This design comes from an exercise in tuning for small area and a short achievable clock period on the open sky130 flow, not from production work.
In this exercise RTL edits were held to simulation tests only and were not proved equivalent to the original.

==> flow/design.v, too long to show whole: its modules and the start of the top module <==
// module ex_decode: 100 lines
// module ex_alu: 18 lines
// module ex_mul: 1160 lines
// module ex_add32: 217 lines
// module ex_add64: 520 lines
// module ex_branch: 86 lines
// module ex_lsu: 44 lines
// module ex_commit: 41 lines
// module ex_top: 182 lines
module ex_top (
	input  logic                  clk_i,
	input  logic                  rst_n_i,
	input  logic                  req_valid_i,
	input  logic [31:0]           req_inst_i,
	input  logic [32-1:0]   req_pc_i,
	input  logic [32-1:0]   req_rs1_val_i,
	input  logic [32-1:0]   req_rs2_val_i,
	input  logic [32-1:0]   req_mem_rdata_i,
	output logic                  wb_wen_o,
	output logic [5-1:0] wb_rd_o,
	output logic [32-1:0]   wb_data_o,
	output logic [4-1:0]  store_wstrb_o,
	output logic [32-1:0]   store_addr_o,
	output logic [32-1:0]   store_wdata_o,
	output logic                  redirect_jump_o,
	output logic [32-1:0]   redirect_target_o
);
  // ...
==> flow/flow/run.sh <==
#!/bin/bash
# The standard layout (the standard.sh, standard synthesis unchanged), with
# one change: the buffers that buffer_ports puts on every input and output port
# are buf_1 cells (the resizer upsizes the ones on critical paths) instead of the cell buffer_ports picks by itself.
set -euo pipefail
export BUFFER_PORTS_ARGS="-buffer_cell sky130_fd_sc_hd__buf_1"
bash standard.sh > standard_flow.log 2>&1
==> flow/standard.sh <==
#!/bin/bash
# synth_recipe.tcl (not shown) runs the flow's synth.tcl, then flattens the netlist and writes it again
# the make line also repeats each setting of config.mk as NAME=value (left out here)
make -C /OpenROAD-flow-scripts/flow DESIGN_CONFIG=/design/flow/config.mk WORK_HOME=/design/flow/orfs CLKGATE_MAP_FILE= SYNTH_SCRIPT=/design/flow/synth_recipe.tcl "${@:-finish}"
==> flow/config.mk <==
export PLATFORM = sky130hd
export DESIGN_NAME = ex_top
export DESIGN_NICKNAME = ex_top
export VERILOG_FILES = /design/flow/design.v
export SDC_FILE = /design/flow/constraint.sdc
export NUM_CORES = 4
export LEC_CHECK = 0
export ABC_CLOCK_PERIOD_IN_PS = 10000
export CAP_MARGIN = 20
export CORE_MARGIN = 2
export CORE_UTILIZATION = 45
export SETUP_SLACK_MARGIN = 4.5
export SLEW_MARGIN = 20
==> flow/constraint.sdc <==
create_clock -name core_clock -period 15.0 [get_ports {clk_i}]
set_input_delay 3.0000 -clock core_clock [delete_from_list [all_inputs] [get_ports {clk_i}]]
set_output_delay 3.0000 -clock core_clock [all_outputs]
set_load 0.01 [all_outputs]
==> impl_metrics.py, run 1 <==
metrics = {
    "layout": {
        "reg_top3": "u_commit.data_q (32), u_commit.target_q (32), u_commit.wb_rd_o (5)",
        "n_all_buffers": 592,
        "nClkBuffers": 10,
        "finalNonFillerCells": 5256,
        "nFlopsAndLatches": 75,
        "inverters": 396,
    },
    "die": {
        "start_util_pct": 45.4,
    },
    "logic_synthesis": {
        "yosys-top-cells-area": "fa_1 30%, xnor2_1 14%, a22oi_1 11%",
        "netlist_instances": 4052,
        "ys_ff_latch": 75,
        "synth.area.mux_share_pct": 3.09,
        "synth_cell_type_count": 86,
        "synth_top_family_by_area": "adder cells",
        "yosys-top-cells-count": "573 x xnor2_1, 533 x a22oi_1, 524 x fa_1",
        "syn_nets": 4983,
    },
    "timing": {
        "fmax_mhz": 94.1,
    },
    "run_status": {
        "outcome": "finished clean",
    },
    "global_route": {
        "antenna_found_initial": 12,
        "grt_pass1_vias": 33848,
        "overflow": 0,
        "grtUsageMet3_pct": 18.1,
    },
    "setup_path": {
        "critPathLaunch": "req_inst_i[6]",
        "arrival_ps": 10880,
        "cp_top_family": "adder cells",
    },
    "routing": {
        "met3_length_um": 29300,
        "vias": 34992,
        "wl_per_cell_um": 34.7,
        "met1_length_um": 66200,
    },
    "clock_network": {
        "tritoncts": "yes",
        "cts.sinks": 75,
        "htreeDepth": 3,
    },
    "placement": {
        "port-buffer-count": 301,
    },
}
==> module ex_top, before the edit <==
module ex_top (
	input  logic                  clk_i,
	input  logic                  rst_n_i,
	input  logic                  req_valid_i,
	input  logic [31:0]           req_inst_i,
	input  logic [32-1:0]   req_pc_i,
	input  logic [32-1:0]   req_rs1_val_i,
	input  logic [32-1:0]   req_rs2_val_i,
	input  logic [32-1:0]   req_mem_rdata_i,
	output logic                  wb_wen_o,
	output logic [5-1:0] wb_rd_o,
	output logic [32-1:0]   wb_data_o,
	output logic [4-1:0]  store_wstrb_o,
	output logic [32-1:0]   store_addr_o,
	output logic [32-1:0]   store_wdata_o,
	output logic                  redirect_jump_o,
	output logic [32-1:0]   redirect_target_o
);
	logic [31:0] ins;
	logic [2:0]  f3;
	logic wen_ok, store_ok, branch_ok, jump;
	logic is_op, is_opimm, is_load, is_store, is_lui, is_auipc, is_jx;
	logic l_arith, l_op, l_branch, l_store, l_load, l_auipc, l_lui_jx, l_jx;
	logic c_mul, c_sh, c_shl, c_shr, c_one, alu_op;
	logic [4:0] shamt;
	logic [31:0] dec, sh_m;
	logic [3:0] dec_lo;
	logic [7:0] dec_hi;
	logic c_shb;
	logic [32-1:0] mcand;
	logic [32-1:0] zsrc;
	logic zinv, zen, sgn;
	logic sa, sb;
	logic sel_hi, sel_lo, sel_lt, sel_o;
	logic [63:0] prod;
	logic [32-1:0] op_b;
	logic [32-1:0] logic_res;
	logic eq;
	logic j_any, j_p, j_np;
	logic [32-1:0] addr_sum;
	logic [32-1:0] target;
	logic [1:0] ld_off;
	logic [4-1:0] wstrb;
	logic [32-1:0] st_wdata;
	logic [32-1:0] load_res;
	logic [32-1:0] other;
	logic [32-1:0] data_d;
	assign ins = req_inst_i;
	assign f3 = ins[14:12];
	ex_decode u_decode (
		.inst_i      (ins),
		.wen_ok_o    (wen_ok),
		.store_ok_o  (store_ok),
		.branch_ok_o (branch_ok),
		.jump_o      (jump),
		.is_op_o     (is_op),
		.is_opimm_o  (is_opimm),
		.is_load_o   (is_load),
		.is_store_o  (is_store),
		.is_lui_o    (is_lui),
		.is_auipc_o  (is_auipc),
		.is_jx_o     (is_jx)
	);
	assign l_arith = ~ins[6] & ins[4] & ~ins[2];
	assign l_op = l_arith & ins[5];
	assign l_branch = ins[6] & ~ins[4] & ~ins[2];
	assign l_store = ~ins[6] & ins[5] & ~ins[4];
	assign l_load = ~ins[6] & ~ins[5] & ~ins[4];
	assign l_auipc = ~ins[6] & ~ins[5] & ins[4] & ins[2];
	assign l_jx = ins[6] & ins[2];
	assign l_lui_jx = ins[2] & (ins[6] | ins[5]);
	assign c_mul = l_op & ins[25];
	assign alu_op = l_arith & ~c_mul;
	assign c_sh = alu_op & ~f3[1] & f3[0];
	assign c_shl = c_sh & ~f3[2];
	assign c_shr = c_sh & f3[2];
	assign c_one = l_branch | (alu_op & ~f3[2] & (f3[1] | ~f3[0]));
	assign shamt = ins[5] ? req_rs2_val_i[4:0] : ins[24:20];
	for (genvar k = 0; k < 4; k++) begin : g_lo
		assign dec_lo[k] = shamt[1:0] == k;
	end
	for (genvar k = 0; k < 8; k++) begin : g_hi
		assign dec_hi[k] = shamt[4:2] == k;
	end
	for (genvar k = 0; k < 32; k++) begin : g_dec
		assign dec[k] = dec_lo[k % 4] & dec_hi[k / 4];
	end
	assign c_shb = l_arith & ~(ins[5] & ins[25]) & ~f3[1] & f3[0];
	for (genvar k = 0; k < 32; k++) begin : g_mcand
		assign sh_m[k] = c_shb & (f3[2] ? dec[(32 - k) % 32] : dec[k]);
	end
	assign mcand = ({32{c_mul}} & req_rs2_val_i) | sh_m | {{(32-1){1'b0}}, c_one};
	always_comb begin
		if (l_jx)
			zsrc = req_pc_i;
		else if (ins[5] & ~ins[2])
			zsrc = req_rs2_val_i;
		else if (ins[2])
			zsrc = {ins[31:12], 12'b0};
		else
			zsrc = {{(32-12){ins[31]}}, ins[31:20]};
	end
	assign zinv = (l_branch & f3[2]) | (alu_op & ((ins[5] & ins[30] & ~f3[2] & ~f3[1] & ~f3[0]) |
		(~f3[2] & f3[1])));
	assign zen = ~(c_mul | c_sh);
	assign sgn = l_branch ? ~f3[1] : ~f3[0];
	assign sa = c_mul ? (f3[1] ^ f3[0]) : c_sh ? ins[30] : sgn;
	assign sb = c_mul & ~f3[1] & f3[0];
	ex_mul u_mul (
		.x_i  (req_rs1_val_i),
		.xs_i (sa),
		.m_i  ({sb & req_rs2_val_i[32-1], mcand}),
		.z_i  ({32+1{zen}} & ({sgn & zsrc[32-1], zsrc} ^ {32+1{zinv}})),
		.c0_i (zinv & zen),
		.c2_i (l_jx),
		.p_o  (prod)
	);
	assign op_b = ins[5] ? req_rs2_val_i : {{(32-12){ins[31]}}, ins[31:20]};
	ex_alu u_alu (
		.f3_i  (f3),
		.a_i   (req_rs1_val_i),
		.b_i   (op_b),
		.res_o (logic_res),
		.eq_o  (eq)
	);
	ex_branch u_branch (
		.inst_i   (ins),
		.pc_i     (req_pc_i),
		.rs1_i    (req_rs1_val_i),
		.sum_o    (addr_sum),
		.target_o (target)
	);
	assign ld_off = req_rs1_val_i[1:0] + ins[21:20];
	ex_lsu u_lsu (
		.f3_i     (f3),
		.ld_off_i (ld_off),
		.st_off_i (addr_sum[1:0]),
		.rs2_i    (req_rs2_val_i),
		.rdata_i  (req_mem_rdata_i),
		.wstrb_o  (wstrb),
		.wdata_o  (st_wdata),
		.load_o   (load_res)
	);
	assign sel_hi = (c_mul & (f3[1] | f3[0])) | (c_shr & (shamt != 5'd0));
	assign sel_lo = (c_mul & ~f3[1] & ~f3[0]) | c_shl | (c_shr & (shamt == 5'd0)) |
		(alu_op & ~f3[2] & ~f3[1] & ~f3[0]) | l_lui_jx;
	assign sel_lt = alu_op & ~f3[2] & f3[1];
	assign sel_o = ~(c_mul | c_sh | (alu_op & ~f3[2]) | l_lui_jx);
	always_comb begin
		if (l_store)
			other = st_wdata;
		else if (l_load)
			other = load_res;
		else if (l_auipc)
			other = addr_sum;
		else
			other = logic_res;
		data_d = ({32{sel_hi}} & prod[63:32]) | ({32{sel_lo}} & prod[31:0]) |
			{{(32-1){1'b0}}, sel_lt & prod[63]} | ({32{sel_o}} & other);
	end
	assign j_any = req_valid_i & (jump | (branch_ok & ~f3[2] & (eq ^ f3[0])));
	assign j_p = req_valid_i & branch_ok & f3[2] & ~f3[0];
	assign j_np = req_valid_i & branch_ok & f3[2] & f3[0];
	ex_commit u_commit (
		.clk_i             (clk_i),
		.rst_n_i           (rst_n_i),
		.wen_i             (req_valid_i & wen_ok & (ins[11:7] != 5'd0)),
		.rd_i              (ins[11:7]),
		.data_i            (data_d),
		.wstrb_i           ({4{req_valid_i & store_ok}} & wstrb),
		.jump_i            (j_any | (j_p & prod[63]) | (j_np & ~prod[63])),
		.target_i          (target),
		.wb_wen_o          (wb_wen_o),
		.wb_rd_o           (wb_rd_o),
		.wb_data_o         (wb_data_o),
		.store_wstrb_o     (store_wstrb_o),
		.store_addr_o      (store_addr_o),
		.store_wdata_o     (store_wdata_o),
		.redirect_jump_o   (redirect_jump_o),
		.redirect_target_o (redirect_target_o)
	);
endmodule
==> run 2: changes to the inputs <==
--- a/flow/design.v
+++ b/flow/design.v
@@ -2274,7 +2274,7 @@
 	logic l_arith, l_op, l_branch, l_store, l_load, l_auipc, l_lui_jx, l_jx;
 	logic c_mul, c_sh, c_shl, c_shr, c_one, alu_op;
 	logic [4:0] shamt;
-	logic [31:0] dec, sh_m;
+	logic [31:0] sh_m;
 	logic [3:0] dec_lo;
 	logic [7:0] dec_hi;
 	logic c_shb;
@@ -2327,18 +2327,16 @@
 	assign c_shr = c_sh & f3[2];
 	assign c_one = l_branch | (alu_op & ~f3[2] & (f3[1] | ~f3[0]));
 	assign shamt = ins[5] ? req_rs2_val_i[4:0] : ins[24:20];
+	assign c_shb = l_arith & ~(ins[5] & ins[25]) & ~f3[1] & f3[0];
 	for (genvar k = 0; k < 4; k++) begin : g_lo
 		assign dec_lo[k] = shamt[1:0] == k;
 	end
 	for (genvar k = 0; k < 8; k++) begin : g_hi
-		assign dec_hi[k] = shamt[4:2] == k;
-	end
-	for (genvar k = 0; k < 32; k++) begin : g_dec
-		assign dec[k] = dec_lo[k % 4] & dec_hi[k / 4];
+		assign dec_hi[k] = c_shb & (shamt[4:2] == k);
 	end
-	assign c_shb = l_arith & ~(ins[5] & ins[25]) & ~f3[1] & f3[0];
 	for (genvar k = 0; k < 32; k++) begin : g_mcand
-		assign sh_m[k] = c_shb & (f3[2] ? dec[(32 - k) % 32] : dec[k]);
+		assign sh_m[k] = f3[2] ? (dec_lo[((32 - k) % 32) % 4] & dec_hi[((32 - k) % 32) / 4]) :
+			(dec_lo[k % 4] & dec_hi[k / 4]);
 	end
 	assign mcand = ({32{c_mul}} & req_rs2_val_i) | sh_m | {{(32-1){1'b0}}, c_one};
 	always_comb begin
==> run 2 against run 1 <==
Against the previous run:
- area after synthesis down 0.80%
- largest cell class unchanged
- fmax up 1.7%
- sequential cell count did not move
- non-clock buffer count down 41
- still clean on timing, DRC and antenna
- design area fell by 2.9%
- first-iteration DRC count decreased by 0.49%
- final cell count shrank 0.95%
- core utilization down 1.2 points
==> impl_metrics.py, run 2 <==
metrics = {
    "run_status": {
        "outcome": "finished clean",
    },
    "logic_synthesis": {
        "synthesis.area_mm2": 0.0349,
        "netlist_instances": 4035,
        "yosys-top-cells-area": "fa_1 30%, xnor2_1 14%, a22oi_1 12%",
        "ys_ff_latch": 75,
        "synth_top_area_share_pct": 30.1,
        "async_flop_share_pct": 0,
        "synth_cell_type_count": 84,
        "synth_top_cell_by_area": "fa_1",
        "synth_ff_type": "dfxtp_1",
        "yosys_warnings": 7,
        "synth-edff-count": 0,
        "syn_area_per_cell_um2": 8.65,
        "synth_seq_area_share_pct": 4.30,
        "yosys-top-cells-count": "569 x xnor2_1, 547 x a22oi_1, 524 x fa_1",
        "syn_nets": 4966,
        "yosysMostFrequentCell": "xnor2_1",
    },
    "layout": {
        "reg_top3": "u_commit.data_q (32), u_commit.target_q (32), u_commit.wb_rd_o (5)",
        "final_cell_area_mm2": 0.0393,
        "final_cell_mix": "568 x xnor2_1, 546 x a22oi_1, 508 x fa_1",
        "num-nets-final": 5092,
        "multi_input_area_mm2": 0.0309,
        "final_common_cell": "xnor2_1",
        "diodes": 0,
        "nFillCells": 7481,
        "drive_gt1_share_pct": 10.9,
        "regArea_mm2": 0.00150,
        "synthToLayoutAreaGrowth_pct": 12.5,
    },
    "setup_path": {
        "end_kind": "flop",
        "crit_type": "in -> reg",
        "cp.buffers_inverters": 7,
        "max_stage_delay_ps": 690,
        "critical_path.max_fanout": 16,
        "cpMostUsedCell": "fa_1",
        "arrival_ps": 10650,
        "crit_slowest_cell": "xor2_1",
        "start_kind": "primary input",
        "crit_required_ps": 15200,
        "cp_top_family": "adder cells",
        "crit_cells": 30,
    },
    "routing": {
        "drt_iter0_drc": 5046,
        "vias": 34229,
        "ant_nets": 0,
        "drc": 0,
        "wl_per_cell_um": 33.3,
        "drt_first_pass_iters": 6,
        "routed_via_density": 6.57,
        "wl_um": 173000,
    },
    "timing": {
        "drv_slew": 0,
        "worst_slew_pin_slew_ps": 1270,
        "relSlewSlack_pct": 15.4,
        "hold_viol_final": 0,
        "fmax_mhz": 95.7,
        "tns_ps": 0,
        "setup_viol": 0,
        "finalCritPeriodShare_pct": 69.7,
        "rsz0062_at_grt": "yes",
        "period_needed_ps": 10450,
    },
    "placement": {
        "port-buffer-count": 301,
        "gp_congestion": 1.09,
        "place_area_mm2": 0.0366,
        "hpwl_um": 120000,
    },
    "die": {
        "core_mm2": 0.0771,
        "dieArea_mm2": 0.0798,
        "die-height_um": 283,
        "io_pins": 302,
        "die_w_um": 283,
        "start_util_pct": 45.3,
        "row_count": 102,
    },
    "clock_network": {
        "hold_buffers": 0,
        "cts-root-buf": "clkbuf_16",
        "htreeDepth": 3,
        "tritoncts": "yes",
        "cts.path.max_buffers": 2,
        "cts_buffers": 9,
        "cts.clk_slew.worst_paths_ps": 80,
        "cts.sinks": 75,
    },
    "global_route": {
        "overflow": 0,
        "grt_usage_pct": 42.6,
        "grt_pass1_wl_um": 242000,
        "antenna_found_initial": 5,
        "grt_max_degree": 65,
        "grt_pass1_vias": 33279,
    },
    "min_path": {
        "hp-class": "in -> reg",
        "hold_depth": 1,
    },
    "run": {
        "cap_violations": 0,
    },
}
run 2: cell count changes in the layout (fill, tap and decap cells not counted), moves of 18 or more:
cell	before	now
fa_1	457	508
fa_2	67	16
a21oi_1	131	164
buf_4	211	178
nor2b_1	20	52
a22oi_1	521	546
nor2_1	133	109
a221oi_1	17	40
o21ai_1	7	27
o211ai_1	26	8
run 2: final timing paths:
path / slack, ps / start / end
worst min-delay path: 2760 / req_inst_i[8] / u_commit.wb_rd_o[1]
worst max-delay path: 4550 / req_rs2_val_i[4] / u_commit.data_q[23]
run 2: layout make-up:
cell class                      count  share of cell area [%]
Sequential cell                    75                    3.82
Multi-Input combinational cell   3133                    78.7
Clock buffer                        9                   0.574
Timing Repair Buffer              551                    9.54
Clock inverter                      7                   0.271
Tap cell                         1040                    3.31
Inverter                          391                    3.74
run 2: what timing repair did:
action	CTS	global route
endpoints found under the setup margin	33	33
pin swaps	22	63
gates cloned	3	9
buffers inserted	48	61
resized for setup	110	136
run 2: metal layers:
layer	vias up	global-route usage (%)	share of wire [%]	wire length, µm
li1	13857	-	-	-
met1	16635	52.7	36	61900
met2	2920	61.1	41	70200
met3	805	14.4	14	24100
met4	12	32.3	9.8	16900
met5	-	0	0.076	132
run 2: cell families after synthesis:
group	after synthesis	synth area share [%]
mux	94	2.77
compound gates	1098	21.6
fa+ha+maj	768	38.8
simple gates	555	7.33
buf+inv	829	9.65
xor+xnor	616	15.6
flops	75	4.30
run 2: per-stage QoR:
| stage | hold WS [ps] | instances | util [%] | setup slack [ps] |
|---|---|---|---|---|
| 2_1_floorplan | 3030 | 4035 | - | 4550 |
| 3_3_place_gp | 3160 | 5069 | 47.4 | 2530 |
| 3_5_place_dp | 3160 | 5069 | 47.4 | 2480 |
| 4_1_cts | 2760 | 5136 | 49.1 | 4490 |
| 5_1_grt | 2760 | 5206 | 50.9 | 4410 |
| 6_report | 2760 | 5206 | 50.9 | 4550 |
==> run 3: changes to the inputs <==
--- a/flow/config.mk
+++ b/flow/config.mk
@@ -5,6 +5,7 @@
 export SDC_FILE = /design/flow/constraint.sdc
 export NUM_CORES = 4
 export LEC_CHECK = 0
+export ABC_AREA = 1
 export ABC_CLOCK_PERIOD_IN_PS = 10000
 export CAP_MARGIN = 20
 export CORE_MARGIN = 2
==> run 3 against run 2 <==
Against the previous run:
- critical endpoint is now u_commit.data_q[0]
- count of clock-buffer cells in the layout stayed put
- final cell count grew 9.8%
- area after synthesis up 2.3%
- global-route usage rose by 1.9 points
- die area increased by 2.3%
- core utilization down 2.4 points
- still clean
- sequential share of layout area up 0.10 points
- design area decreased by 2.6%
- critical path depth fell by 1
==> impl_metrics.py, run 3 <==
metrics = {
    "logic_synthesis": {
        "synth_cell_type_count": 63,
        "synthesis.area_mm2": 0.0357,
        "yosys-top-cells-area": "fa_1 29%, xor2_1 13%, o22ai_1 8.9%",
        "synth_top_area_share_pct": 29.4,
        "synth_ff_type": "dfxtp_1",
        "syn_area_per_cell_um2": 7.73,
        "yosys_warnings": 7,
        "synth_seq_area_share_pct": 4.20,
        "async_flop_share_pct": 0,
        "yosysMostFrequentCell": "inv_1",
        "ys_ff_latch": 75,
        "syn_nets": 5555,
        "netlist_instances": 4624,
        "synth-edff-count": 0,
        "synth_top_cell_by_area": "fa_1",
        "yosys-top-cells-count": "578 x inv_1, 526 x nand2_1, 526 x xor2_1",
    },
    "global_route": {
        "grt_usage_pct": 44.5,
        "grt_pass1_vias": 35212,
        "grt_max_degree": 65,
        "overflow": 0,
        "antenna_found_initial": 8,
        "grt_pass1_wl_um": 261000,
    },
    "setup_path": {
        "arrival_ps": 10850,
        "crit_type": "in -> reg",
        "start_kind": "primary input",
        "crit_required_ps": 15330,
        "critical_path.max_fanout": 34,
        "cp_top_family": "adder cells",
        "max_stage_delay_ps": 730,
        "cp.buffers_inverters": 7,
        "end_kind": "flop",
        "crit_slowest_cell": "buf_4",
    },
    "placement": {
        "port-buffer-count": 301,
        "hpwl_um": 138000,
        "gp_congestion": 1.06,
    },
    "layout": {
        "final_common_cell": "inv_1",
        "final_cell_mix": "561 x inv_1, 525 x xor2_1, 524 x nand2_1, 524 x fa_1, 505 x o22ai_1",
        "synthToLayoutAreaGrowth_pct": 7.08,
        "num-nets-final": 5590,
        "drive_gt1_share_pct": 7.63,
        "reg_top3": "u_commit.data_q (32), u_commit.target_q (32), u_commit.wb_rd_o (5)",
    },
    "routing": {
        "vias": 37058,
        "routed_via_density": 6.48,
        "drt_first_pass_iters": 7,
        "drc": 0,
        "wl_per_cell_um": 32.6,
        "wl_um": 186000,
        "ant_nets": 0,
        "drt_iter0_drc": 5618,
    },
    "clock_network": {
        "htreeDepth": 3,
        "cts-root-buf": "clkbuf_16",
        "cts.sinks": 75,
        "cts.clk_slew.worst_paths_ps": 80,
        "cts_buffers": 9,
        "cts.path.max_buffers": 2,
        "hold_buffers": 0,
        "tritoncts": "yes",
    },
    "timing": {
        "tns_ps": 0,
        "fmax_mhz": 95.0,
        "setup_viol": 0,
        "period_needed_ps": 10520,
        "worst_slew_pin_slew_ps": 1200,
        "hold_viol_final": 0,
        "rsz0062_at_grt": "yes",
        "hold_ws_ps": 2720,
        "relSlewSlack_pct": 18.8,
        "finalCritPeriodShare_pct": 70.2,
        "drv_slew": 0,
    },
    "die": {
        "io_pins": 302,
        "start_util_pct": 45.4,
        "die-height_um": 286,
        "row_count": 103,
        "die_w_um": 286,
        "core_mm2": 0.0787,
        "dieArea_mm2": 0.0817,
    },
    "min_path": {
        "hp-class": "in -> reg",
    },
    "run": {
        "cap_violations": 0,
    },
    "run_status": {
        "outcome": "finished clean",
    },
}
[run 3: changes by cell type in the layout (fill, tap and decap cells not counted), sizes merged, moves of 38 or more]
cell,change
nor2b,-56
a21o,-38
buf,-99
xor2,+483
inv,+223
nand3,+146
o21ai,+81
o22ai,+500
a22oi,-543
nand2,+266
mux2i,-72
xnor2,-546
nor2,+118
[run 3: cell type report]
cell class,instances,area (µm²)
sequential,75,1500
inverter,628,2450
antenna,2,5.00
tap,1050,1310
clock buffer,9,225
clock inverter,7,65.1
timing repair buffer,439,2290
timing repair inverter,1,8.76
multi-input combinational,3505,30400
fill,7974,40500
[run 3: worst paths after layout]
check              start  depth (start not counted)                   to
min        req_inst_i[8]                          1  u_commit.wb_rd_o[1]
max    req_rs1_val_i[13]                         29   u_commit.data_q[0]
[run 3: timing repair]
action                                  in CTS  in global routing
endpoints found under the setup margin      33                 33
setup buffers                               16                  8
resized for setup                           41                 74
pin swaps                                    5                  3
cloned                                       0                  1
[run 3: stage by stage]
stage	setup WS [ps]	cells	area [µm²]	util, %
CTS	4510	5705	37800	48.0
finish	4480	5716	38300	48.6
detailed placement	3230	5673	37300	47.3
global placement	3260	5673	37300	47.3
global route	4450	5714	38200	48.6
floorplan	4950	4624	35700	-
[run 3: routing by layer]
metal / global-route usage [%] / part of all wire, % / vias to the layer above / wire, µm
met2: 64.0 / 41 / 3060 / 76000
met4: 24.1 / 7.1 / 8 / 13200
met3: 15.6 / 15 / 756 / 27300
li1: - / - / 15322 / -
met5: 0 / 0.081 / - / 151
met1: 58.3 / 37 / 17912 / 69600
[run 3: kinds of logic (layout without fill, tap and decap cells)]
group	after synthesis	in the layout	share of synthesized area [%]
AOI/OAI and AO/OA	1122	1122	19.0
xor gates and xnor gates	551	551	13.5
adders and majority gates	768	768	37.9
buffers and inverters	1044	1084	12.1
DFF	75	75	4.20
muxes	6	6	0.168
other	0	2	0
and+or+nand+nor	1058	1058	13.1
==> run 4: changes to the inputs <==
--- a/flow/design.v
+++ b/flow/design.v
@@ -2329,10 +2329,10 @@
 	assign shamt = ins[5] ? req_rs2_val_i[4:0] : ins[24:20];
 	assign c_shb = l_arith & ~(ins[5] & ins[25]) & ~f3[1] & f3[0];
 	for (genvar k = 0; k < 4; k++) begin : g_lo
-		assign dec_lo[k] = shamt[1:0] == k;
+		assign dec_lo[k] = ins[5] ? (req_rs2_val_i[1:0] == k) : (ins[21:20] == k);
 	end
 	for (genvar k = 0; k < 8; k++) begin : g_hi
-		assign dec_hi[k] = c_shb & (shamt[4:2] == k);
+		assign dec_hi[k] = c_shb & (ins[5] ? (req_rs2_val_i[4:2] == k) : (ins[24:22] == k));
 	end
 	for (genvar k = 0; k < 32; k++) begin : g_mcand
 		assign sh_m[k] = f3[2] ? (dec_lo[((32 - k) % 32) % 4] & dec_hi[((32 - k) % 32) / 4]) :
==> run 4 against run 3 <==
Against the previous run:
- non-clock buffer count is 6 higher
- global-route usage is 0.23 points lower
- first-iteration DRC count is 9.4% lower
- worst hold slack better by 59 ps
- setup slack better by 110 ps
- still clean
- routed wire length is 1.8% lower
- count of clock-buffer cells in the layout stayed put
- sequential share of layout area hardly changed
- design area is 0.10% lower
==> impl_metrics.py, run 4 <==
metrics = {
    "run_status": {
        "outcome": "finished clean",
    },
    "die": {
        "start_util_pct": 45.4,
        "die_w_um": 286,
        "core_mm2": 0.0789,
        "io_pins": 302,
        "row_count": 103,
        "dieArea_mm2": 0.0818,
        "die-height_um": 286,
    },
    "layout": {
        "final_cell_mix": "576 x inv_1, 558 x nand2_1, 525 x o22ai_1",
        "final_common_cell": "inv_1",
        "drive_gt1_share_pct": 7.54,
        "synthToLayoutAreaGrowth_pct": 6.78,
        "num-nets-final": 5650,
        "multi_input_area_mm2": 0.0303,
        "fin_util_pct": 48.5,
        "reg_top3": "u_commit.data_q (32), u_commit.target_q (32), u_commit.wb_rd_o (5)",
        "regArea_mm2": 0.00150,
        "nFillCells": 8045,
    },
    "logic_synthesis": {
        "syn_area_per_cell_um2": 7.65,
        "synth_seq_area_share_pct": 4.20,
        "synth_cell_type_count": 51,
        "synth_ff_type": "dfxtp_1",
        "yosys-top-cells-area": "fa_1 29%, xor2_1 13%, o22ai_1 9.2%",
        "synth-edff-count": 0,
        "synthesis.area_mm2": 0.0358,
        "async_flop_share_pct": 0,
        "yosys_warnings": 7,
        "netlist_instances": 4680,
        "syn_nets": 5611,
        "yosys-top-cells-count": "610 x inv_1, 564 x nand2_1, 526 x o22ai_1",
        "synth_top_area_share_pct": 29.3,
        "synth_top_cell_by_area": "fa_1",
        "ys_ff_latch": 75,
        "yosysMostFrequentCell": "inv_1",
    },
    "timing": {
        "period_needed_ps": 10410,
        "rsz0062_at_grt": "no",
        "setup_viol": 0,
        "finalCritPeriodShare_pct": 69.4,
        "relSlewSlack_pct": 19.6,
        "tns_ps": 0,
        "drv_slew": 0,
        "worst_slew_pin_slew_ps": 1190,
        "hold_viol_final": 0,
        "fmax_mhz": 96.1,
    },
    "global_route": {
        "grt_pass1_vias": 36171,
        "grt_pass1_wl_um": 261000,
        "overflow": 0,
        "antenna_found_initial": 8,
        "grt_max_degree": 65,
        "grt_usage_pct": 44.2,
    },
    "routing": {
        "drt_first_pass_iters": 8,
        "routed_via_density": 6.35,
        "ant_nets": 0,
        "wl_um": 183000,
        "drt_iter0_drc": 5091,
        "drc": 0,
        "vias": 36686,
        "top_layer": "met5",
        "met3_length_um": 22700,
        "wl_per_cell_um": 31.6,
        "met1_length_um": 67800,
        "wl_met2_um": 74900,
    },
    "setup_path": {
        "crit_required_ps": 15240,
        "end_kind": "flop",
        "max_stage_delay_ps": 740,
        "cp.buffers_inverters": 7,
        "cpMostUsedCell": "fa_1",
        "crit_type": "in -> reg",
        "critPathLaunch": "req_inst_i[20]",
        "crit_slowest_cell": "xnor2_1",
        "start_kind": "primary input",
        "cp_top_family": "adder cells",
        "critical_path.max_fanout": 33,
        "arrival_ps": 10650,
    },
    "clock_network": {
        "htreeDepth": 3,
        "cts.sinks": 75,
        "cts.path.max_buffers": 2,
        "cts_buffers": 9,
        "cts.clk_slew.worst_paths_ps": 70,
        "tritoncts": "yes",
        "cts-root-buf": "clkbuf_16",
    },
    "placement": {
        "hpwl_um": 132000,
        "port-buffer-count": 301,
        "gp_congestion": 1.08,
    },
    "min_path": {
        "min-delay-start": "req_inst_i[11]",
        "hp-class": "in -> reg",
    },
    "run": {
        "cap_violations": 0,
    },
}
run 4: cells by family (layout without fill, tap and decap cells):
family          after synthesis  count (layout)  share of synthesized area [%]
other cells                   0               3                              0
fa+ha+maj                   768             768                           37.8
buf+inv                    1070            1114                           12.4
xor+xnor                    543             543                           13.3
compound gates             1129            1129                           18.8
simple gates               1085            1085                           13.2
flops                        75              75                           4.20
mux                          10              10                          0.280
run 4: cell type report:
class                      count  area share, %
multi-input combinational   3535           79.2
inverter                     652           6.58
timing repair buffer         445           6.10
sequential                    75           3.93
tap                         1050           3.44
clock buffer                   9          0.589
clock inverter                 7          0.154
antenna                        3         0.0196
timing repair inverter         1         0.0131
run 4: worst paths after layout:
kind	to	slack, ps	cells past startpoint
max	u_commit.data_q[17]	4590	25
min	u_commit.wb_rd_o[4]	2780	1
run 4: per-stage QoR:
stage | hold WS [ps] | std cells | cell area, µm² | setup slack [ps]
finish | 2780 | 5777 | 38200 | 4590
global route | 2780 | 5774 | 38200 | 4470
CTS | 2770 | 5760 | 37800 | 4530
detailed placement | 3150 | 5735 | 37300 | 3070
global placement | 3130 | 5735 | 37300 | 3040
floorplan | 3030 | 4680 | 35800 | 5170
run 4: timing repair:
action                                  CTS  global route
pin swaps                                 4             3
resized for setup                        27            75
gates cloned                              1             0
endpoints found under the setup margin   33            33
setup buffers                             8            14
hold buffers                              0             0
run 4: metal layers:
layer,GRT usage (%),vias to the layer above
li1,-,15464
met1,55.8,17683
met2,63.7,2823
met3,12.4,708
met4,34.3,8
met5,0,-
==> run 5: changes to the inputs <==
--- a/flow/config.mk
+++ b/flow/config.mk
@@ -10,5 +10,5 @@
 export CAP_MARGIN = 20
 export CORE_MARGIN = 2
 export CORE_UTILIZATION = 45
-export SETUP_SLACK_MARGIN = 4.5
+export SETUP_SLACK_MARGIN = 5
 export SLEW_MARGIN = 20
==> run 5 against run 4 <==
Against the previous run:
- worst hold slack worse by 4.0 ps
- count of clock-buffer cells in the layout is the same
- via count increased by 2.2%
- critical path depth grew 4
- critical endpoint is now u_commit.data_q[19]
==> impl_metrics.py, run 5 <==
metrics = {
    "timing": {
        "period_needed_ps": 10010,
        "tns_ps": 0,
        "fmax_mhz": 99.9,
        "relSlewSlack_pct": 16.1,
        "worst_slew_pin_slew_ps": 1250,
        "hold_viol_final": 0,
        "rsz0062_at_grt": "yes",
        "setup_ws_ps": 4990,
        "drv_slew": 0,
        "setup_viol": 0,
        "finalCritPeriodShare_pct": 66.8,
    },
    "layout": {
        "fin_util_pct": 49.8,
        "final_cell_mix": "570 x inv_1, 552 x nand2_1, 522 x o22ai_1",
        "reg_top3": "u_commit.data_q (32), u_commit.target_q (32), u_commit.wb_rd_o (5)",
        "num-nets-final": 5688,
        "regArea_mm2": 0.00150,
        "drive_gt1_share_pct": 9.51,
        "final_common_cell": "inv_1",
        "nFillCells": 7946,
        "multi_input_area_mm2": 0.0307,
        "synthToLayoutAreaGrowth_pct": 9.85,
    },
    "clock_network": {
        "cts.path.max_buffers": 2,
        "cts_buffers": 9,
        "cts.clk_slew.worst_paths_ps": 70,
        "tritoncts": "yes",
        "cts-root-buf": "clkbuf_16",
        "hold_buffers": 0,
        "cts.sinks": 75,
        "htreeDepth": 3,
    },
    "logic_synthesis": {
        "synth-edff-count": 0,
        "async_flop_share_pct": 0,
        "synth_top_area_share_pct": 29.3,
        "synth_top_cell_by_area": "fa_1",
        "ys_ff_latch": 75,
        "syn_nets": 5611,
        "synth_seq_area_share_pct": 4.20,
        "yosys_warnings": 7,
        "synthesis.area_mm2": 0.0358,
        "yosys-top-cells-area": "fa_1 29%, xor2_1 13%, o22ai_1 9.2%",
        "synth_cell_type_count": 51,
        "synth_ff_type": "dfxtp_1",
        "syn_area_per_cell_um2": 7.65,
        "netlist_instances": 4680,
        "yosysMostFrequentCell": "inv_1",
        "yosys-top-cells-count": "610 x inv_1, 564 x nand2_1, 526 x o22ai_1",
    },
    "routing": {
        "vias": 37498,
        "drc": 0,
        "routed_via_density": 6.45,
        "drt_first_pass_iters": 7,
        "wl_um": 186000,
        "drt_iter0_drc": 5061,
        "wl_per_cell_um": 32.0,
        "ant_nets": 0,
    },
    "setup_path": {
        "cpMostUsedCell": "fa_1",
        "end_kind": "flop",
        "arrival_ps": 10290,
        "crit_type": "in -> reg",
        "critical_path.max_fanout": 34,
        "crit_slowest_cell": "fa_1",
        "crit_required_ps": 15270,
        "start_kind": "primary input",
        "max_stage_delay_ps": 530,
    },
    "run_status": {
        "outcome": "finished clean",
    },
    "global_route": {
        "grt_max_degree": 65,
        "grt_pass1_vias": 36316,
        "overflow": 0,
        "grt_pass1_wl_um": 263000,
        "grt_usage_pct": 44.4,
        "antenna_found_initial": 5,
    },
    "die": {
        "start_util_pct": 45.4,
        "die-height_um": 286,
        "io_pins": 302,
        "die_w_um": 286,
        "row_count": 103,
        "core_mm2": 0.0789,
        "dieArea_mm2": 0.0818,
    },
    "placement": {
        "port-buffer-count": 301,
        "gp_congestion": 1.08,
        "dp_slack_ps": 3070,
        "hpwl_um": 132000,
    },
    "min_path": {
        "hold_depth": 1,
        "hp-class": "in -> reg",
    },
    "run": {
        "cap_violations": 0,
    },
}
run 5: critical path: cells and delay by family:
family	cells	cell delay [ps]
buf+inv	9	1710
compound gates	5	940
xor+xnor	1	280
simple gates	6	660
fa+ha+maj	8	3610
run 5: kinds of logic (layout without fill, tap and decap cells):
| logic type | after synthesis | after routing | synth area share (%) |
|---|---|---|---|
| compound gates | 1129 | 1129 | 18.8 |
| simple gates | 1085 | 1087 | 13.2 |
| buf+inv | 1070 | 1150 | 12.4 |
| fa+ha+maj | 768 | 768 | 37.8 |
| xor+xnor | 543 | 543 | 13.3 |
| flops | 75 | 75 | 4.20 |
| mux | 10 | 10 | 0.280 |
| other cells | 0 | 3 | 0 |
run 5: final cells by class:
type / count / share of cell area [%]
multi-input combinational: 3537 / 78.0
timing repair buffer: 477 / 7.46
inverter: 652 / 6.52
sequential: 75 / 3.82
tap: 1050 / 3.34
clock buffer: 9 / 0.573
clock inverter: 7 / 0.150
timing repair inverter: 5 / 0.0987
antenna: 3 / 0.0191
run 5: per-stage QoR:
stage	cells	hold WS, ps	instance area, µm²
after detailed placement	5735	3150	37300
after global routing	5812	2780	39300
final	5815	2780	39300
after global placement	5735	3130	37300
after CTS	5779	2770	38300
after floorplan	4680	3030	35800
run 5: timing repair:
| action | 4_1_cts | 5_1_grt |
|---|---|---|
| hold endpoints to repair | 0 | 0 |
| endpoints found under the setup margin | 33 | 33 |
| cloned | 2 | 10 |
| resized for setup | 97 | 178 |
| pin swaps | 6 | 14 |
| setup buffers | 26 | 23 |
run 5: path summary, 6_finish.rpt:
path / from / to / slack, ps
setup / recovery: req_rs1_val_i[7] / u_commit.data_q[19] / 4990
hold / removal: req_inst_i[11] / u_commit.wb_rd_o[4] / 2780
run 5: metal layers:
metal | up-vias | global-route usage, % | wire length, µm
met5 | - | 0 | 27
met2 | 3116 | 64.2 | 75900
met3 | 764 | 11.6 | 24300
li1 | 15546 | - | -
met1 | 18068 | 56.4 | 67800
met4 | 4 | 34.5 | 18000
==> module ex_alu, before the edit <==
module ex_alu (
	input  logic [2:0]          f3_i,
	input  logic [32-1:0] a_i,
	input  logic [32-1:0] b_i,
	output logic [32-1:0] res_o,  
	output logic                eq_o
);
	logic [32-1:0] x;
	assign x = a_i ^ b_i;
	assign eq_o = x == '0;
	always_comb begin
		case (f3_i[1:0])
			2'b00:   res_o = x;
			2'b10:   res_o = a_i | b_i;
			default: res_o = a_i & b_i;
		endcase
	end
endmodule
==> run 6: changes to the inputs <==
--- a/flow/design.v
+++ b/flow/design.v
@@ -166,15 +166,11 @@
 	output logic                eq_o
 );
 	logic [32-1:0] x;
+	logic [32-1:0] c;
 	assign x = a_i ^ b_i;
+	assign c = a_i & b_i;
 	assign eq_o = x == '0;
-	always_comb begin
-		case (f3_i[1:0])
-			2'b00:   res_o = x;
-			2'b10:   res_o = a_i | b_i;
-			default: res_o = a_i & b_i;
-		endcase
-	end
+	assign res_o = (x & {32{~(f3_i[1] & f3_i[0])}}) | (c & {32{f3_i[1]}});
 endmodule
 `timescale 1ns/100ps
 module ex_mul (
--- a/flow/config.mk
+++ b/flow/config.mk
@@ -10,5 +10,5 @@
 export CAP_MARGIN = 20
 export CORE_MARGIN = 2
 export CORE_UTILIZATION = 45
-export SETUP_SLACK_MARGIN = 5
+export SETUP_SLACK_MARGIN = 4.5
 export SLEW_MARGIN = 20
==> run 6 against run 5 <==
Against the previous run:
- non-clock buffer count shrank 34
- via count shrank 2.8%
- die area shrank 1.6%
- sequential cell count is the same
- sequential share of layout area grew 0.17 points
- critical endpoint is now u_commit.data_q[17]
- largest cell class unchanged
==> impl_metrics.py, run 6 <==
metrics = {
    "logic_synthesis": {
        "synth-compound-area-share_pct": 19.3,
        "synthesis.area_mm2": 0.0352,
        "synth_top_cell_by_area": "fa_1",
        "synth.area.mux_share_pct": 0.0853,
        "yosys-top-cells-count": "556 x inv_1, 544 x nand2_1, 526 x xor2_1",
        "synth_top_area_share_pct": 29.8,
        "yosysMostFrequentCell": "inv_1",
        "yosys-top-cells-area": "fa_1 30%, xor2_1 13%, o22ai_1 8.9%",
        "synthSimpleGateAreaFrac_pct": 13.4,
        "ys_ff_latch": 75,
        "synth_ff_type": "dfxtp_1",
        "syn_area_per_cell_um2": 7.77,
        "synth_top_family_by_area": "adder cells",
        "synthAdderAreaFrac_pct": 37.3,
        "synth_seq_area_share_pct": 4.27,
        "synth_cell_type_count": 62,
        "syn_nets": 5429,
        "async_flop_share_pct": 0,
        "synth-edff-count": 0,
        "netlist_instances": 4530,
        "synth_xor_area_share_pct": 13.5,
        "yosys_warnings": 6,
    },
    "layout": {
        "reg_top3": "u_commit.data_q (32), u_commit.target_q (32), u_commit.wb_rd_o (5)",
        "synthToLayoutAreaGrowth_pct": 6.91,
        "nFillCells": 7823,
        "final_common_cell": "nand2_1",
        "final_cell_mix": "540 x nand2_1, 526 x inv_1, 525 x xor2_1",
        "final_cell_area_mm2": 0.0376,
        "num-nets-final": 5473,
        "fin_util_pct": 48.6,
        "drive_gt1_share_pct": 8.63,
    },
    "die": {
        "io_pins": 302,
        "start_util_pct": 45.4,
        "row_count": 102,
        "dieArea_mm2": 0.0805,
        "die_w_um": 284,
        "die-height_um": 284,
        "core_mm2": 0.0775,
    },
    "timing": {
        "setup_ws_ps": 4560,
        "drv_slew": 0,
        "fmax_mhz": 95.8,
        "period_needed_ps": 10440,
        "worst_slew_pin_slew_ps": 1370,
        "finalCritPeriodShare_pct": 69.6,
        "rsz0062_at_grt": "yes",
        "hold_viol_final": 0,
        "relSlewSlack_pct": 7.43,
        "tns_ps": 0,
        "setup_viol": 0,
    },
    "setup_path": {
        "end_kind": "flop",
        "crit_slowest_cell": "fa_1",
        "arrival_ps": 10690,
        "start_kind": "primary input",
        "critPathLaunch": "req_rs1_val_i[7]",
        "critical_path.max_fanout": 33,
        "cp.buffers_inverters": 9,
        "cp_top_family": "adder cells",
        "crit_required_ps": 15250,
        "max_stage_delay_ps": 560,
        "crit_type": "in -> reg",
    },
    "placement": {
        "port-buffer-count": 301,
        "hpwl_um": 128000,
        "dp_slack_ps": 3190,
        "gp_congestion": 1.07,
        "place_area_mm2": 0.0366,
    },
    "global_route": {
        "grt_pass1_vias": 35022,
        "overflow": 0,
        "grt_max_degree": 65,
        "grt_usage_pct": 42.7,
        "grt_pass1_wl_um": 250000,
        "antenna_found_initial": 9,
    },
    "routing": {
        "drc": 0,
        "wl_um": 177000,
        "ant_nets": 0,
        "wl_per_cell_um": 31.5,
        "vias": 36452,
        "routed_via_density": 6.48,
        "drt_first_pass_iters": 7,
        "drt_iter0_drc": 5675,
    },
    "clock_network": {
        "cts.sinks": 75,
        "htreeDepth": 3,
        "cts_buffers": 9,
        "cts.path.max_buffers": 2,
        "cts.clk_slew.worst_paths_ps": 70,
        "hold_buffers": 0,
        "cts-root-buf": "clkbuf_16",
        "tritoncts": "yes",
    },
    "min_path": {
        "min-delay-start": "req_inst_i[8]",
        "hp-class": "in -> reg",
    },
    "run_status": {
        "outcome": "finished clean",
    },
    "run": {
        "cap_violations": 0,
    },
}
-- run 6: changes by cell type in the layout (fill, tap and decap cells not counted), moves of 24 or more --
cell     previous run  this run
a21oi_1           233       199
o21ai_0           184       222
inv_1             570       526
o22ai_1           522       498
nor2_1            196       147
ha_1              243       212
-- run 6: final cells by class --
class	instances	area, µm²	share of cell area [%]
multi-input combinational	3432	29800	79.1
inverter	608	2380	6.34
timing repair buffer	443	2310	6.14
sequential	75	1500	3.99
tap	1040	1300	3.46
clock buffer	9	225	0.599
clock inverter	7	90.1	0.239
timing repair inverter	5	27.5	0.0732
antenna	3	7.51	0.0200
-- run 6: worst paths after layout --
path	to	slack, ps	cells after the start
worst max-delay path	u_commit.data_q[17]	4560	31
worst min-delay path	u_commit.wb_rd_o[1]	2740	1
-- run 6: cells by family after synthesis --
logic type                 after synthesis
and+or+nand+nor                       1039
adders and majority gates              736
AOI/OAI and AO/OA                     1111
DFF                                     75
muxes                                    3
buffers and inverters                 1023
xor gates and xnor gates               543
-- run 6: repair_timing --
item	4_1_cts	5_1_grt
pin swaps	6	6
endpoints found under the setup margin	33	33
cloned	2	3
buffers inserted	25	12
gates resized for setup	35	74
-- run 6: per-layer routing --
metal	GRT usage (%)	up-vias	share of wire (%)
met2	60.2	3150	40
met1	54.8	17546	37
met5	1.55	-	0.13
li1	-	15055	-
met3	18.0	689	16
met4	23.3	12	6.9
-- run 6: metrics by stage --
stage | hold WS, ps | std cells
2_1_floorplan | 3030 | 4530
3_3_place_gp | 3130 | 5560
3_5_place_dp | 3140 | 5560
4_1_cts | 2740 | 5603
5_1_grt | 2750 | 5620
6_report | 2740 | 5622
==> run 7: changes to the inputs <==
--- a/flow/design.v
+++ b/flow/design.v
@@ -2276,7 +2276,8 @@
 	logic c_shb;
 	logic [32-1:0] mcand;
 	logic [32-1:0] zsrc;
-	logic zinv, zen, sgn;
+	logic zinv, sgn;
+	logic z_arith, zs_rs2, zs_imm, zs_u;
 	logic sa, sb;
 	logic sel_hi, sel_lo, sel_lt, sel_o;
 	logic [63:0] prod;
@@ -2335,19 +2336,15 @@
 			(dec_lo[k % 4] & dec_hi[k / 4]);
 	end
 	assign mcand = ({32{c_mul}} & req_rs2_val_i) | sh_m | {{(32-1){1'b0}}, c_one};
-	always_comb begin
-		if (l_jx)
-			zsrc = req_pc_i;
-		else if (ins[5] & ~ins[2])
-			zsrc = req_rs2_val_i;
-		else if (ins[2])
-			zsrc = {ins[31:12], 12'b0};
-		else
-			zsrc = {{(32-12){ins[31]}}, ins[31:20]};
-	end
+	assign z_arith = alu_op & ~(~f3[1] & f3[0]);
+	assign zs_rs2 = l_branch | (z_arith & ins[5]);
+	assign zs_imm = z_arith & ~ins[5];
+	assign zs_u = ~ins[6] & ins[5] & ins[4] & ins[2];
+	assign zsrc = ({32{l_jx}} & req_pc_i) | ({32{zs_rs2}} & req_rs2_val_i) |
+		({32{zs_u}} & {ins[31:12], 12'b0}) |
+		({32{zs_imm}} & {{(32-12){ins[31]}}, ins[31:20]});
 	assign zinv = (l_branch & f3[2]) | (alu_op & ((ins[5] & ins[30] & ~f3[2] & ~f3[1] & ~f3[0]) |
 		(~f3[2] & f3[1])));
-	assign zen = ~(c_mul | c_sh);
 	assign sgn = l_branch ? ~f3[1] : ~f3[0];
 	assign sa = c_mul ? (f3[1] ^ f3[0]) : c_sh ? ins[30] : sgn;
 	assign sb = c_mul & ~f3[1] & f3[0];
@@ -2355,8 +2352,8 @@
 		.x_i  (req_rs1_val_i),
 		.xs_i (sa),
 		.m_i  ({sb & req_rs2_val_i[32-1], mcand}),
-		.z_i  ({32+1{zen}} & ({sgn & zsrc[32-1], zsrc} ^ {32+1{zinv}})),
-		.c0_i (zinv & zen),
+		.z_i  ({sgn & zsrc[32-1], zsrc} ^ {32+1{zinv}}),
+		.c0_i (zinv),
 		.c2_i (l_jx),
 		.p_o  (prod)
 	);
==> run 7 against run 6 <==
Against the previous run:
- design area down 0.12%
- non-clock buffer count up 10
- setup slack better by 52 ps
- first-iteration DRC count down 6.7%
- still clean
- area after synthesis down 1.0%
- global-route usage up 0.48 points
- sequential share of layout area about the same
- critical path type unchanged
- fmax up 0.50%
- routed wire length down 0.55%
- highest routed layer unchanged
==> impl_metrics.py, run 7 <==
metrics = {
    "setup_path": {
        "start_kind": "primary input",
        "cpMostUsedCell": "fa_1",
        "crit_slowest_cell": "fa_1",
        "critical_path.max_fanout": 30,
        "crit_type": "in -> reg",
        "crit_required_ps": 15340,
        "arrival_ps": 10730,
        "end_kind": "flop",
        "max_stage_delay_ps": 630,
    },
    "layout": {
        "finalNonFillerCells": 5613,
        "drive_gt1_share_pct": 7.29,
        "reg_top3": "u_commit.data_q (32), u_commit.target_q (32), u_commit.wb_rd_o (5)",
        "synthToLayoutAreaGrowth_pct": 7.85,
        "final_cell_mix": "586 x inv_1, 553 x xor2_1, 536 x nand2_1",
        "num-nets-final": 5465,
        "final_common_cell": "inv_1",
    },
    "die": {
        "die-height_um": 282,
        "dieArea_mm2": 0.0797,
        "core_mm2": 0.0771,
        "start_util_pct": 45.2,
        "row_count": 102,
        "io_pins": 302,
        "die_w_um": 282,
    },
    "logic_synthesis": {
        "syn_nets": 5403,
        "synth_ff_type": "dfxtp_1",
        "synth-edff-count": 0,
        "synth_top_cell_by_area": "fa_1",
        "async_flop_share_pct": 0,
        "yosys-top-cells-count": "610 x inv_1, 558 x xor2_1, 541 x nand2_1",
        "netlist_instances": 4504,
        "yosys_warnings": 6,
        "synth_top_area_share_pct": 30.1,
        "ys_ff_latch": 75,
        "synthesis.area_mm2": 0.0348,
        "synth_cell_type_count": 60,
        "yosys-top-cells-area": "fa_1 30%, xor2_1 14%, o22ai_1 8.9%",
        "syn_area_per_cell_um2": 7.74,
        "synth_seq_area_share_pct": 4.31,
        "yosysMostFrequentCell": "inv_1",
    },
    "timing": {
        "period_needed_ps": 10390,
        "fmax_mhz": 96.3,
        "drv_slew": 0,
        "rsz0062_at_grt": "yes",
        "finalCritPeriodShare_pct": 69.2,
        "worst_slew_pin_slew_ps": 1300,
        "tns_ps": 0,
        "setup_ws_ps": 4610,
        "hold_viol_final": 0,
        "relSlewSlack_pct": 12.4,
        "setup_viol": 0,
    },
    "routing": {
        "drc": 0,
        "ant_nets": 0,
        "routed_via_density": 6.44,
        "drt_first_pass_iters": 6,
        "wl_um": 176000,
        "vias": 36150,
        "drt_iter0_drc": 5297,
        "wl_per_cell_um": 31.3,
    },
    "global_route": {
        "overflow": 0,
        "grt_pass1_wl_um": 247000,
        "grt_usage_pct": 43.2,
        "grt_pass1_vias": 34166,
        "antenna_found_initial": 7,
        "grt_max_degree": 54,
    },
    "placement": {
        "gp_congestion": 1.13,
        "port-buffer-count": 301,
        "dp_slack_ps": 3460,
        "place_inst": 5560,
        "hpwl_um": 132000,
    },
    "clock_network": {
        "cts_buffers": 9,
        "cts.sinks": 75,
        "cts.clk_slew.worst_paths_ps": 90,
        "cts.path.max_buffers": 2,
        "cts-root-buf": "clkbuf_16",
        "tritoncts": "yes",
        "htreeDepth": 3,
    },
    "run": {
        "cap_violations": 0,
    },
    "min_path": {
        "hp-class": "in -> reg",
        "hold_depth": 1,
    },
    "run_status": {
        "outcome": "finished clean",
    },
}
==> run 7: what timing repair did <==
action                     CTS  global route
hold endpoints to repair     0             0
cloned                       1             1
hold buffers                 0             0
pin swaps                    3             7
buffers inserted             9            23
setup endpoints to repair   33            33
gates resized for setup     28           108
==> run 7: logic make-up (layout without fill, tap and decap cells) <==
kind of cell	count (synthesis)	in the layout	synth area share (%)
AOI/OAI and AO/OA	1047	1047	18.5
xor gates and xnor gates	564	564	14.2
adders and majority gates	736	736	37.7
buffers and inverters	1048	1114	12.4
DFF	75	75	4.31
muxes	4	4	0.115
other	0	2	0
and+or+nand+nor	1030	1031	12.8
==> run 7: through the flow <==
step / instance area (µm²) / utilization (%) / hold slack (ps)
2_1_floorplan: 34800 / - / 3030
3_3_place_gp: 36500 / 47.3 / 3130
3_5_place_dp: 36500 / 47.3 / 3150
4_1_cts: 36900 / 47.9 / 2730
5_1_grt: 37600 / 48.8 / 2750
6_report: 37600 / 48.8 / 2740
==> run 7: worst paths after layout <==
kind / from / endpoint / slack, ps
max: req_inst_i[24] / u_commit.data_q[0] / 4610
min: req_inst_i[11] / u_commit.wb_rd_o[4] / 2740
==> run 7: area by class of cell <==
| cell class | count | area, µm² |
|---|---|---|
| antenna | 2 | 5.00 |
| clock buffer | 9 | 225 |
| clock inverter | 7 | 90.1 |
| fill | 7790 | 39500 |
| inverter | 644 | 2470 |
| multi-input combinational | 3382 | 29600 |
| sequential | 75 | 1500 |
| tap | 1040 | 1300 |
| timing repair buffer | 453 | 2430 |
| timing repair inverter | 1 | 5.00 |
==> run 7: layer usage <==
metal | up-vias | share of wire, % | global-route usage (%) | routed length (µm)
li1 | 14933 | - | - | -
met1 | 17567 | 37 | 57.4 | 65900
met2 | 3015 | 41 | 60.8 | 71500
met3 | 627 | 16 | 16.6 | 27600
met4 | 8 | 6.2 | 21.8 | 10900
met5 | - | 0.033 | 0.305 | 58
==> run 7: critical path, delay by kind of cell <==
family,cells,cell delay [ps]
buffers and inverters,6,1390
XOR/XNOR,1,180
AO/OA/AOI/OAI,4,740
AND/OR/NAND/NOR,13,2100
adder cells (fa/ha/maj),7,3290
==> run 8: changes to the inputs <==
--- a/flow/config.mk
+++ b/flow/config.mk
@@ -9,6 +9,6 @@
 export ABC_CLOCK_PERIOD_IN_PS = 10000
 export CAP_MARGIN = 20
 export CORE_MARGIN = 2
-export CORE_UTILIZATION = 45
+export CORE_UTILIZATION = 50
 export SETUP_SLACK_MARGIN = 4.5
 export SLEW_MARGIN = 20
==> run 8 against run 7 <==
Against the previous run:
- fmax up 0.35%
- still clean on timing, DRC and antenna
- area after synthesis stayed put
- global-route usage grew 5.5 points
- non-clock buffer count fell by 6
- largest cell class unchanged
==> impl_metrics.py, run 8 <==
metrics = {
    "logic_synthesis": {
        "synth_cell_type_count": 60,
        "yosys-top-cells-area": "fa_1 30%, xor2_1 14%, o22ai_1 8.9%",
        "synth_ff_type": "dfxtp_1",
        "synthesis.area_mm2": 0.0348,
        "synth_top_cell_by_area": "fa_1",
        "synth_top_area_share_pct": 30.1,
        "syn_nets": 5403,
        "synth-edff-count": 0,
        "netlist_instances": 4504,
        "syn_area_per_cell_um2": 7.74,
        "ys_ff_latch": 75,
        "yosysMostFrequentCell": "inv_1",
        "synth_seq_area_share_pct": 4.31,
        "yosys-top-cells-count": "610 x inv_1, 558 x xor2_1, 541 x nand2_1",
        "yosys_warnings": 6,
        "async_flop_share_pct": 0,
    },
    "routing": {
        "wl_per_cell_um": 32.1,
        "drt_iter0_drc": 4933,
        "drt_first_pass_iters": 10,
        "drc": 0,
        "vias": 35652,
        "wl_um": 177000,
        "routed_via_density": 6.48,
        "ant_nets": 0,
    },
    "layout": {
        "regArea_mm2": 0.00150,
        "final_common_cell": "inv_1",
        "synthToLayoutAreaGrowth_pct": 6.96,
        "finalNonFillerCells": 5505,
        "multi_input_area_mm2": 0.0294,
        "final_cell_mix": "584 x inv_1, 555 x xor2_1, 538 x nand2_1",
        "reg_top3": "u_commit.data_q (32), u_commit.target_q (32), u_commit.wb_rd_o (5)",
        "nFillCells": 6885,
        "drive_gt1_share_pct": 6.90,
        "num-nets-final": 5459,
    },
    "setup_path": {
        "crit_slowest_cell": "fa_1",
        "crit_required_ps": 15290,
        "start_kind": "primary input",
        "end_kind": "flop",
        "max_stage_delay_ps": 520,
        "crit_type": "in -> reg",
        "cpMostUsedCell": "inv_1",
        "critical_path.max_fanout": 33,
        "arrival_ps": 10640,
    },
    "global_route": {
        "grt_pass1_wl_um": 248000,
        "grt_max_degree": 65,
        "antenna_found_initial": 11,
        "overflow": 0,
        "grt_usage_pct": 48.7,
        "grt_pass1_vias": 34262,
    },
    "timing": {
        "tns_ps": 0,
        "relSlewSlack_pct": 16.3,
        "period_needed_ps": 10350,
        "rsz0062_at_grt": "yes",
        "setup_viol": 0,
        "worst_slew_pin_slew_ps": 1240,
        "drv_slew": 0,
        "hold_viol_final": 0,
        "finalCritPeriodShare_pct": 69.0,
        "fmax_mhz": 96.6,
    },
    "min_path": {
        "hp-class": "in -> reg",
    },
    "die": {
        "die-height_um": 268,
        "core_mm2": 0.0688,
        "start_util_pct": 50.6,
        "die_w_um": 268,
        "io_pins": 302,
        "dieArea_mm2": 0.0718,
        "row_count": 96,
    },
    "placement": {
        "place_inst": 5442,
        "hpwl_um": 132000,
        "port-buffer-count": 301,
        "gp_congestion": 1.06,
    },
    "run_status": {
        "outcome": "finished clean",
    },
    "clock_network": {
        "cts_buffers": 9,
        "hold_buffers": 0,
        "htreeDepth": 3,
        "tritoncts": "yes",
        "cts.clk_slew.worst_paths_ps": 80,
        "cts-root-buf": "clkbuf_16",
        "cts.path.max_buffers": 2,
        "cts.sinks": 75,
    },
    "run": {
        "cap_violations": 0,
    },
}
run 8: cell counts after synthesis:
Identical to the previous run, type by type.
run 8: critical path: cells and delay by family:
kind / cells / cell delay [ps]
compound gates: 7 / 1440
fa+ha+maj: 7 / 3050
xor+xnor: 1 / 250
simple gates: 6 / 1240
buf+inv: 10 / 1550
run 8: path summary, 6_finish.rpt:
| kind | from | to | slack, ps | cells past startpoint |
|---|---|---|---|---|
| min | req_inst_i[11] | u_commit.wb_rd_o[4] | 2760 | 1 |
| max | req_inst_i[21] | u_commit.data_q[1] | 4650 | 31 |
run 8: cell families (layout without fill, tap and decap cells):
group                    after synthesis  in the layout  synth area share [%]
buffers and inverters               1048           1108                  12.4
other                                  0              9                     0
flip-flops                            75             75                  4.31
AO/OA/AOI/OAI                       1047           1047                  18.5
XOR/XNOR                             564            564                  14.2
adder cells (fa/ha/maj)              736            736                  37.7
multiplexers                           4              4                 0.115
AND/OR/NAND/NOR                     1030           1031                  12.8
run 8: per-layer routing:
metal	part of all wire, %	vias to the layer above	track usage (%)
met1	38	17291	63.1
met4	6.2	8	23.2
met2	40	2806	67.5
li1	-	14915	-
met5	0.029	-	0.338
met3	16	632	23.4
run 8: what timing repair did:
action | CTS | global route
gates cloned | 0 | 2
setup endpoints to repair | 33 | 33
resized for setup | 24 | 75
buffers inserted | 18 | 18
pin swaps | 5 | 4
run 8: per-stage QoR:
stage          area, µm²  util [%]  hold slack, ps  setup WS, ps
2_1_floorplan      34800         -            3030          5210
3_3_place_gp       36300      52.7            3140          3210
3_5_place_dp       36300      52.7            3150          3150
4_1_cts            36800      53.5            2750          4500
5_1_grt            37200      54.1            2770          4460
6_report           37300      54.1            2760          4650
run 8: cell type report:
cell class / instances / share of cell area [%]
clock inverters: 6 / 0.144
repair inverters: 1 / 0.0134
flip-flops and latches: 75 / 4.03
multi-input cells: 3382 / 79.0
inverters: 644 / 6.67
clock buffers: 10 / 0.641
repair buffers: 447 / 6.29
diodes: 9 / 0.0604
well taps: 931 / 3.13

[afterwards: timing with drivers on the ports]
No port has a modelled driver above. Below, the same layouts with a new extraction and two added sets of constraints.
Step 1 assumes that a clkbuf_16 drives the clock port and a buf_2 every other input.
Step 2 times the ports against the registers' clock, not the clock port: input delays grow and output delays shrink by t, the midpoint of the rising clock arrivals with the driver on.
a / b / c = ideal / step 1 / step 2; a / b = the first two.
run	shift t [ns]	setup WS [ns]	hold WS [ns]	worst slew at a driven data input, ns	pins driven straight from the clock port
run 1	0.432	4.372 / 4.377 / 3.945	2.791 / 2.756 / 3.188	0.12	1
run 2	0.447	4.550 / 4.520 / 4.074	2.764 / 2.730 / 3.176	0.09	1
run 3	0.456	4.477 / 4.521 / 4.066	2.724 / 2.682 / 3.138	0.09	1
run 4	0.431	4.591 / 4.613 / 4.182	2.782 / 2.749 / 3.180	0.09	1
run 5	0.428	4.986 / 5.014 / 4.586	2.778 / 2.746 / 3.174	0.09	1
run 6	0.458	4.563 / 4.608 / 4.150	2.745 / 2.702 / 3.160	0.09	1
run 7	0.449	4.615 / 4.655 / 4.207	2.740 / 2.700 / 3.149	0.10	1
run 8	0.455	4.652 / 4.686 / 4.231	2.761 / 2.714 / 3.168	0.09	1
After both steps setup and hold are still met in every run listed. For run 2, which loses most, drivers alone change the setup slack by -0.030 ns; drivers and shift together by -0.476 ns.
